This design comes from an exercise in tuning for small area on the open sky130 flow, not from production work. Function was checked by simulation only, so behaviour that the tests miss may differ from the original. The flow treats the clock pin as an ideal source, which a real chip does not have.

## char_lcd_nibble_command_sequencer
module char_lcd_nibble_command_sequencer (
  input  logic        clk,
  input  logic        rst_n,
  input  logic        in_valid,
  output logic        in_stall,
  input  logic [3:0]  in_action,
  input  logic [7:0]  in_data_byte,
  input  logic [5:0]  in_column,
  input  logic        in_row,
  input  logic [15:0] in_number,
  output logic        out_valid,
  input  logic        out_stall,
  output logic        out_strobe_res,
  output logic        out_register_select,
  output logic [3:0]  out_nibble,
  output logic [1:0]  out_wait_class,
  output logic        out_last
);
For scale: about 440 cells after synthesis, ~69 flip-flops, ~50 I/O pins, ~3700 um^2 of cells after synthesis.
Settings: LEC_CHECK=0, ABC_AREA=1, CAP_MARGIN=0, CORE_MARGIN=2, CORE_UTILIZATION=65, SLEW_MARGIN=0; clock period 10.0 ns.
standard.sh (not shown) runs the stock make flow with config.mk's settings and CLKGATE_MAP_FILE= SYNTH_SCRIPT=/design/flow/synth_recipe.tcl, a recipe that flattens the netlist after the stock synthesis.
==> flow/flow/run.sh <==
#!/bin/bash
# Standard ORFS layout with three changes:
#  - synthesis maps logic with an area-only ABC script (no buffering or upsizing)
#    and without full-adder extraction; everything else in synthesis is standard,
#    so the registers and their names are the standard synthesis's;
#  - ports are buffered with sky130_fd_sc_hd__buf_1;
#  - CTS uses small clock buffers and no dummy loads.
set -euo pipefail
here=$(pwd)
rm -rf "$here/scripts_abc"
cp -r "$FLOW_HOME/scripts" "$here/scripts_abc"
cp "$here/flow/abc_area.script" "$here/scripts_abc/abc_area.script"

bash standard.sh SCRIPTS_DIR="$here/scripts_abc" ADDER_MAP_FILE= ABC_AREA=1 synth \
  > "$here/log_synth.txt" 2>&1

bash standard.sh \
  BUFFER_PORTS_ARGS="-buffer_cell sky130_fd_sc_hd__buf_1" \
  CTS_ARGS="$(cat "$here/flow/cts_args.txt")" \
  finish > "$here/log_layout.txt" 2>&1
==> flow/flow/abc_area.script <==
strash
dc2
dc2
dch -f
amap
==> flow/flow/cts_args.txt <==
-sink_clustering_enable -repair_clock_nets -dont_use_dummy_load -buf_list sky130_fd_sc_hd__clkbuf_4
The baseline ran to the end with no violations.
Change:
--- a/flow/flow/run.sh
+++ b/flow/flow/run.sh
@@ -7 +7,2 @@
-#  - CTS uses small clock buffers and no dummy loads.
+#  - CTS uses small clock buffers and no dummy loads; after CTS, a clock buffer
+#    whose loads see a slow clock edge is upsized (flow/post_cts.tcl).
@@ -19,0 +21 @@
+  POST_CTS_TCL="$here/flow/post_cts.tcl" \
==> flow/flow/abc_area.script (replaced) <==
strash
&get -n
&deepsyn -T 20
&put
dch -f
amap
==> flow/flow/post_cts.tcl (new file) <==
# Run after CTS (ORFS POST_CTS_TCL hook): upsize a clock buffer whose loads see
# a clock edge slower than the limit, leaves and root alike, then legalize.
proc clk_fix_slew { limit bigcell } {
  for {set pass 0} {$pass < 3} {incr pass} {
    estimate_parasitics -placement
    set changed 0
    foreach inst [get_cells clkbuf_*] {
      set worst 0
      foreach op [get_pins -of_objects $inst -filter "direction==output"] {
        foreach p [get_pins -of_objects [get_nets -of_objects $op] -filter "direction==input"] {
          set s [get_property $p slew_max]
          if {$s > $worst} { set worst $s }
        }
      }
      if {$worst > $limit && [get_property $inst ref_name] != $bigcell} {
        puts "clk_fix_slew: [get_property $inst name] worst load slew $worst, now $bigcell"
        replace_cell $inst $bigcell
        set changed 1
      }
    }
    if {!$changed} { break }
  }
}

clk_fix_slew 0.105 sky130_fd_sc_hd__clkbuf_8
detailed_placement
check_placement -verbose
estimate_parasitics -placement
- GPL_TIMING_DRIVEN: unset -> 0
Routed wire length decreases by 1.6%. Global-route usage went up by 0.17 points. Final cell count shrinks by about 1.6%. Non-clock buffer count went down by 2. Design area drops by 1.3%. Clock skew goes down by 0.0093 ns. Maximum frequency falls by 10%. Critical path depth rose by 1.
Change:
- CAP_MARGIN: 0 -> 20
- GPL_TIMING_DRIVEN: 0 -> unset
- SLEW_MARGIN: 0 -> 20
Result: The new run went through all stages and came out clean; wire length increases by about 8%; via count increases by about 4%; worst hold slack degrades by 0.0051 ns; final cell count increases by 0.35%; worst setup slack improves by 0.23 ns; synthesized cell count does not change; final area increases by 0.31%; register-to-register slack improves by 0.23 ns; die area stays the same.

==> afterwards: timing with drivers on the ports <==
Ports are ideal in the flow. The routed layouts listed here were re-timed in OpenROAD.
Step 1 (the two cells are an assumption about what drives the block):
set clk [get_ports {clk}]
set_driving_cell -lib_cell sky130_fd_sc_hd__clkbuf_16 $clk
set_driving_cell -lib_cell sky130_fd_sc_hd__buf_2 [delete_from_list [all_inputs] $clk]
Step 2 moves the port delays by t, midway between the first and last clock arrival at a register: inputs arrive t later, outputs are due t later. That takes back most of the time a late clock gives input paths.
Three values: no drivers, after step 1, after step 2; two values: the first two.
| run | shift t [ns] | setup slack, ns | clock arrival spread, ns | slew at the worst register clock pin (ns) |
|---|---|---|---|---|
| the first run | 0.418 | 1.997 / 1.997 / 1.997 | 0.035 / 0.035 | 0.12 / 0.12 |
| the second run | 0.362 | 1.070 / 1.070 / 1.070 | 0.026 / 0.026 | 0.10 / 0.10 |
| the third run | 0.366 | 1.295 / 1.295 / 1.295 | 0.039 / 0.040 | 0.11 / 0.11 |
After both steps setup and hold are still met in every run listed.
